What follows belongs to an exercise in optimizing a design on an open flow for small area; a production flow would make more cautious choices. In this exercise RTL edits were held to simulation tests only and were not proved equivalent to the original. Power and IR drop assume default switching activity.

==> flow/design.v <==
package stat_counter_types;
  localparam int STAT_COUNTER_DEFAULT_W = 16;
  localparam int STAT_INC_DEFAULT_W     = 2;
endpackage
module stat_counter
#(
  parameter int COUNTER_W = stat_counter_types::STAT_COUNTER_DEFAULT_W,
  parameter int INC_W     = stat_counter_types::STAT_INC_DEFAULT_W
) (
  input  logic                 clk,
  input  logic [INC_W-1:0]     inc,
  input  logic                 en,
  input  logic                 clear,
  input  logic                 live_ok,
  output logic [COUNTER_W-1:0] count,
  output logic                 overflow
);
  logic [INC_W-1:0]       inc_e;
  logic [INC_W:0]         lo_sum;
  logic [COUNTER_W:INC_W] ones;    
  logic                   kill;
  always_comb begin
    kill   = clear || !live_ok;
    inc_e  = en ? inc : '0;
    lo_sum = (INC_W+1)'(count[INC_W-1:0]) + (INC_W+1)'(inc_e);
    ones[INC_W] = 1'b1;
    for (int j = INC_W; j < COUNTER_W; j++) ones[j+1] = ones[j] & count[j];
  end
  always_ff @(posedge clk) begin
    for (int j = INC_W; j < COUNTER_W; j++)
      count[j] <= !kill && (count[j] ^ (lo_sum[INC_W] && ones[j]));
    count[INC_W-1:0] <= clear ? '0 : (live_ok ? lo_sum[INC_W-1:0] : inc_e);
    overflow         <= !kill && (overflow || (lo_sum[INC_W] && ones[COUNTER_W]));
  end
endmodule
module stat_counter_bank
#(
  parameter int NUM_STATS = 28,
  parameter int COUNTER_W = stat_counter_types::STAT_COUNTER_DEFAULT_W,
  parameter int INC_W     = stat_counter_types::STAT_INC_DEFAULT_W,
  parameter bit SATURATE  = 1'b0
) (
  input  logic                         clk,
  input  logic                         rst,
  input  logic [NUM_STATS*INC_W-1:0]   inc_amount,
  input  logic [NUM_STATS-1:0]         enable_mask,
  input  logic                         freeze,
  input  logic                         clear,
  input  logic                         snapshot_req,
  output logic                         snapshot_valid,
  input  logic                         rd_req,
  input  logic [$clog2(NUM_STATS)-1:0] rd_idx,
  output logic                         rd_valid,
  output logic [COUNTER_W-1:0]         rd_data,
  output logic                         rd_overflow,
  output logic                         rd_err
);
  localparam int IDX_W = $clog2(NUM_STATS);
  logic [NUM_STATS-1:0][COUNTER_W-1:0] live_count;
  logic [NUM_STATS-1:0]                live_overflow;
  logic [NUM_STATS-1:0][COUNTER_W:0]   snap_q;
  logic live_ok;
  logic snap_ok;
  logic             rd_bad_idx;
  logic [COUNTER_W:0] rd_entry;
  always_ff @(posedge clk or posedge rst) begin
    if (rst) live_ok <= 1'b0;
    else     live_ok <= 1'b1;
  end
  for (genvar i = 0; i < NUM_STATS; i++) begin : g_counter
    stat_counter #(
      .COUNTER_W (COUNTER_W),
      .INC_W     (INC_W)
    ) u_counter (
      .clk      (clk),
      .inc      (inc_amount[i*INC_W +: INC_W]),
      .en       (!freeze && enable_mask[i]),
      .clear    (clear),
      .live_ok  (live_ok),
      .count    (live_count[i]),
      .overflow (live_overflow[i])
    );
  end
  always_ff @(posedge clk) begin
    if (snapshot_req) begin
      for (int i = 0; i < NUM_STATS; i++) begin
        snap_q[i] <= {live_overflow[i], live_count[i]};
      end
    end
  end
  always_ff @(posedge clk or posedge rst) begin
    if (rst) begin
      snapshot_valid <= 1'b0;
      snap_ok        <= 1'b0;
    end else if (snapshot_req) begin
      snapshot_valid <= 1'b1;
      snap_ok        <= live_ok;
    end
  end
  always_comb begin
    rd_bad_idx = (32'(rd_idx) >= 32'(NUM_STATS));
    rd_entry = '0;
    for (int i = 0; i < NUM_STATS; i++)
      rd_entry = rd_entry | (snap_q[i] & {(COUNTER_W+1){snap_ok && 32'(rd_idx) == i}});
  end
  always_ff @(posedge clk or posedge rst) begin
    if (rst) rd_valid <= 1'b0;
    else     rd_valid <= rd_req;
  end
  always_ff @(posedge clk) begin
    rd_err      <= rd_bad_idx;
    rd_data     <= rd_entry[COUNTER_W-1:0];
    rd_overflow <= rd_entry[COUNTER_W];
  end
endmodule
clock: 3.0 ns
lec_check: 0
abc_area: 1
cap_margin: 20
core_margin: 2
core_utilization: 60
gpl_timing_driven: 0
place_density: 0.7
setup_slack_margin: 0.08
slew_margin: 20
standard.sh (not shown) runs the stock make flow with config.mk's settings and CLKGATE_MAP_FILE= SYNTH_SCRIPT=/design/flow/synth_recipe.tcl, a recipe that flattens the netlist after the stock synthesis.
==> flow/flow/run.sh <==
#!/bin/bash
# Own layout flow: the standard synthesis, then the combinational logic is
# mapped again with a stronger area-oriented ABC script (registers, their names
# and cell types stay as the standard synthesis made them), then the standard flow's
# standard layout from that netlist.
set -euo pipefail
WORK=$(pwd)
FLOWDIR=$WORK/flow
R=$WORK/orfs/results/${FLOW_PLATFORM:-sky130hd}/stat_counter_bank/base
LIB=$FLOW_HOME/platforms/sky130hd/lib/sky130_fd_sc_hd__tt_025C_1v80.lib
YOSYS=yosys
if [[ -x $FLOW_HOME/../tools/install/yosys/bin/yosys ]]; then
  YOSYS=$FLOW_HOME/../tools/install/yosys/bin/yosys
fi

bash standard.sh synth > $WORK/log_1_standard_synth.log 2>&1

cp $R/1_2_yosys.v $WORK/standard_synth.v
DONT_USE=""
for c in $(grep -o 'cell *( *"\?sky130_fd_sc_hd__\(lpflow\|probe\)[a-z_0-9]*' $LIB | sed 's/.*(\s*"\?//'); do
  DONT_USE="$DONT_USE -dont_use $c"
done
cat > $WORK/remap.ys <<EOY
read_liberty -ignore_miss_func $LIB
read_verilog $WORK/standard_synth.v
hierarchy -top $FLOW_TOP
setattr -mod -set keep_hierarchy 1 sky130_fd_sc_hd__*df* sky130_fd_sc_hd__conb_1
flatten
opt_clean -purge
abc -script $FLOWDIR/abc_area.script -liberty $LIB $DONT_USE -D 3000
opt_clean -purge
setattr -mod -set blackbox 1 sky130_fd_sc_hd__*
splitnets
opt_clean -purge
hilomap -singleton -hicell sky130_fd_sc_hd__conb_1 HI -locell sky130_fd_sc_hd__conb_1 LO
insbuf -buf sky130_fd_sc_hd__buf_4 A X
stat -liberty $LIB
write_verilog -noexpr -noattr -nohex -nodec $WORK/remapped.v
EOY
cat > $WORK/remap_check.ys <<EOY
read_liberty -lib $LIB
read_verilog $WORK/remapped.v
hierarchy -top $FLOW_TOP
check -assert
design -reset
read_liberty -ignore_miss_func $LIB
read_verilog $WORK/standard_synth.v
rename $FLOW_TOP gold
read_verilog $WORK/remapped.v
rename $FLOW_TOP gate
flatten gold gate
opt_clean
async2sync
equiv_make gold gate eq
hierarchy -top eq
equiv_simple
equiv_induct
equiv_status -assert
EOY
# The remapped netlist is used only if it is clean and proven equivalent to
# the standard synthesis; otherwise the standard netlist is laid out.
if $YOSYS -s $WORK/remap.ys > $WORK/log_2_remap.log 2>&1 &&
   $YOSYS -s $WORK/remap_check.ys > $WORK/log_2_remap_check.log 2>&1; then
  echo "remap: using the remapped netlist"
  cp $WORK/remapped.v $R/1_2_yosys.v
else
  echo "remap: failed, using the standard netlist"
fi
rm -f $R/1_synth.odb $R/1_synth.sdc

# Layout knobs for the steps after synthesis (see flow/knobs.sh).
source $FLOWDIR/knobs.sh
bash standard.sh finish > $WORK/log_3_layout.log 2>&1
==> flow/flow/knobs.sh <==
# Port buffers: a small buffer (every port still gets one).
export BUFFER_PORTS_ARGS="-buffer_cell sky130_fd_sc_hd__buf_2"
# Clock tree: strong root and trunk, medium leaf buffers in clusters of up to
# 14 sinks, no dummy loads.
export CTS_ARGS="-sink_clustering_enable -repair_clock_nets -dont_use_dummy_load -root_buf sky130_fd_sc_hd__clkbuf_16 -buf_list sky130_fd_sc_hd__clkbuf_16 -sink_clustering_buffer sky130_fd_sc_hd__clkbuf_8 -sink_clustering_size 14 -sink_clustering_max_diameter 40"
Other scripts of this flow, unchanged in this note and not shown: flow/flow/abc_area.script
The baseline finished with timing, DRC and antenna clean.
Change:
==> flow/flow/knobs.sh (replaced) <==
# Port buffers: a small buffer (every port still gets one).
export BUFFER_PORTS_ARGS="-buffer_cell sky130_fd_sc_hd__buf_1"
# Clock tree: strong root, medium trunk and leaf buffers in clusters of up to
# 16 sinks, no dummy loads.
export CTS_ARGS="-sink_clustering_enable -repair_clock_nets -dont_use_dummy_load -root_buf sky130_fd_sc_hd__clkbuf_16 -buf_list sky130_fd_sc_hd__clkbuf_8 -sink_clustering_buffer sky130_fd_sc_hd__clkbuf_4 -sink_clustering_size 10 -sink_clustering_max_diameter 40"
CAP_MARGIN = 5   (was 20)
CORE_UTILIZATION = 75   (was 60)
PLACE_DENSITY = 0.85   (was 0.7)
SETUP_SLACK_MARGIN = 0.05   (was 0.08)
SLEW_MARGIN = 5   (was 20)
Critical path depth went up by 5.
Final area went down by 2.6%.
Area after synthesis does not change.
Register-to-register slack is about the same.
Count of clock-buffer cells in the layout went down by 2.
Total power went down by 7.7%.
Combinational power went down by 2.7%.
Change:
==> flow/flow/knobs.sh (replaced) <==
# Port buffers: a small buffer (every port still gets one).
export BUFFER_PORTS_ARGS="-buffer_cell sky130_fd_sc_hd__buf_2"
# Clock tree: strong root, medium trunk and leaf buffers in clusters of up to
# 16 sinks, no dummy loads.
export CTS_ARGS="-sink_clustering_enable -repair_clock_nets -dont_use_dummy_load -root_buf sky130_fd_sc_hd__clkbuf_16 -buf_list sky130_fd_sc_hd__clkbuf_8 -sink_clustering_buffer sky130_fd_sc_hd__clkbuf_8 -sink_clustering_size 16 -sink_clustering_max_diameter 40"
CAP_MARGIN = 20   (was 5)
CORE_UTILIZATION = 60   (was 75)
PLACE_DENSITY = 0.7   (was 0.85)
SETUP_SLACK_MARGIN = 0.04   (was 0.05)
SLEW_MARGIN = 20   (was 5)
Outcome: Fmax fell slightly. Combinational power rose by a few percent. Sequential power hardly moves. Via count fell by a few percent. Count of clock-buffer cells in the layout rose by 4. Die area rose by a quarter to a third.
Change:
==> flow/flow/knobs.sh (replaced) <==
# Port buffers: a small buffer (every port still gets one).
export BUFFER_PORTS_ARGS="-buffer_cell sky130_fd_sc_hd__buf_1"
# Clock tree: strong root, medium trunk and leaf buffers in clusters of up to
# 16 sinks, no dummy loads.
export CTS_ARGS="-sink_clustering_enable -repair_clock_nets -dont_use_dummy_load -root_buf sky130_fd_sc_hd__clkbuf_16 -buf_list sky130_fd_sc_hd__clkbuf_8 -sink_clustering_buffer sky130_fd_sc_hd__clkbuf_4 -sink_clustering_size 10 -sink_clustering_max_diameter 40"
CAP_MARGIN = 5   (was 20)
SETUP_SLACK_MARGIN = 0.05   (was 0.04)
SLEW_MARGIN = 5   (was 20)
After rerunning: This time the run finished with max-capacitance violations, max-slew violations left. Synthesized cell count stays the same. Worst hold slack is worse by 0.035 ns. Final cell count rose by 0.31%. Count of clock-buffer cells in the layout rose by 13.
Change:
==> flow/flow/knobs.sh (replaced) <==
# Port buffers: a small buffer (every port still gets one).
export BUFFER_PORTS_ARGS="-buffer_cell sky130_fd_sc_hd__buf_1"
# Clock tree: strong root, medium trunk and leaf buffers in clusters of up to
# 16 sinks, no dummy loads.
export CTS_ARGS="-sink_clustering_enable -repair_clock_nets -dont_use_dummy_load -root_buf sky130_fd_sc_hd__clkbuf_16 -buf_list sky130_fd_sc_hd__clkbuf_4 -sink_clustering_buffer sky130_fd_sc_hd__clkbuf_4 -sink_clustering_size 10 -sink_clustering_max_diameter 40"
CORE_UTILIZATION = 70   (was 60)
PLACE_DENSITY = 0.8   (was 0.7)
Outcome: The changed run completed without violations; wire length is lower by 2.0%; global-route usage is higher by 4.4 points; non-clock buffer count is lower by 7; synthesized cell count does not change; synthesized area stays the same; sequential share of layout area is higher by 0.39 points; utilization is higher by 10 points; maximum frequency is lower by 1.2%.
Change:
--- a/flow/flow/run.sh
+++ b/flow/flow/run.sh
@@ -69,5 +69,3 @@
 rm -f $R/1_synth.odb $R/1_synth.sdc
 
-# Layout knobs for the steps after synthesis (see flow/knobs.sh).
-source $FLOWDIR/knobs.sh
 bash standard.sh finish > $WORK/log_3_layout.log 2>&1
CAP_MARGIN = 20   (was 5)
CORE_UTILIZATION = 40   (was 70)
GPL_TIMING_DRIVEN = unset   (was 0)
PLACE_DENSITY = unset   (was 0.8)
SETUP_SLACK_MARGIN = unset   (was 0.05)
SLEW_MARGIN = 20   (was 5)
removed: flow/flow/knobs.sh
Effect:
- synthesized cell count does not change
- worst setup slack degrades by 0.041 ns
- sequential cell count does not change
- final cell count increases by 23%
- design area increases by 14%

static timing again, ports no longer ideal:
How much do the figures lean on ideal ports? The routed layouts below were timed once more, with nothing changed but the port constraints. Step 1 (the two cells are an assumption about what drives the block):
set clk [get_ports {clk}]
set_driving_cell -lib_cell sky130_fd_sc_hd__clkbuf_16 $clk
set_driving_cell -lib_cell sky130_fd_sc_hd__buf_2 [delete_from_list [all_inputs] $clk]
Step 2 times the ports against the registers' clock, not the clock port: input delays grow and output delays shrink by t, the midpoint of the rising clock arrivals with the driver on. Slacks: no drivers / after step 1 / after step 2; pairs: no drivers / after step 1.
run | shift t [ns] | setup slack, ns | worst register clock-pin slew, ns
the first run | 0.666 | 0.170 / 0.069 / -0.597 | 0.09 / 0.09
the second run | 0.665 | 0.109 / -0.008 / -0.673 | 0.11 / 0.11
the third run | 0.670 | 0.083 / 0.022 / -0.648 | 0.10 / 0.10
the fourth run | 0.711 | 0.138 / 0.067 / -0.644 | 0.11 / 0.11
the fifth run | 0.655 | 0.102 / 0.044 / -0.611 | 0.11 / 0.11
the sixth run | 0.698 | 0.062 / 0.104 / -0.594 | 0.07 / 0.07
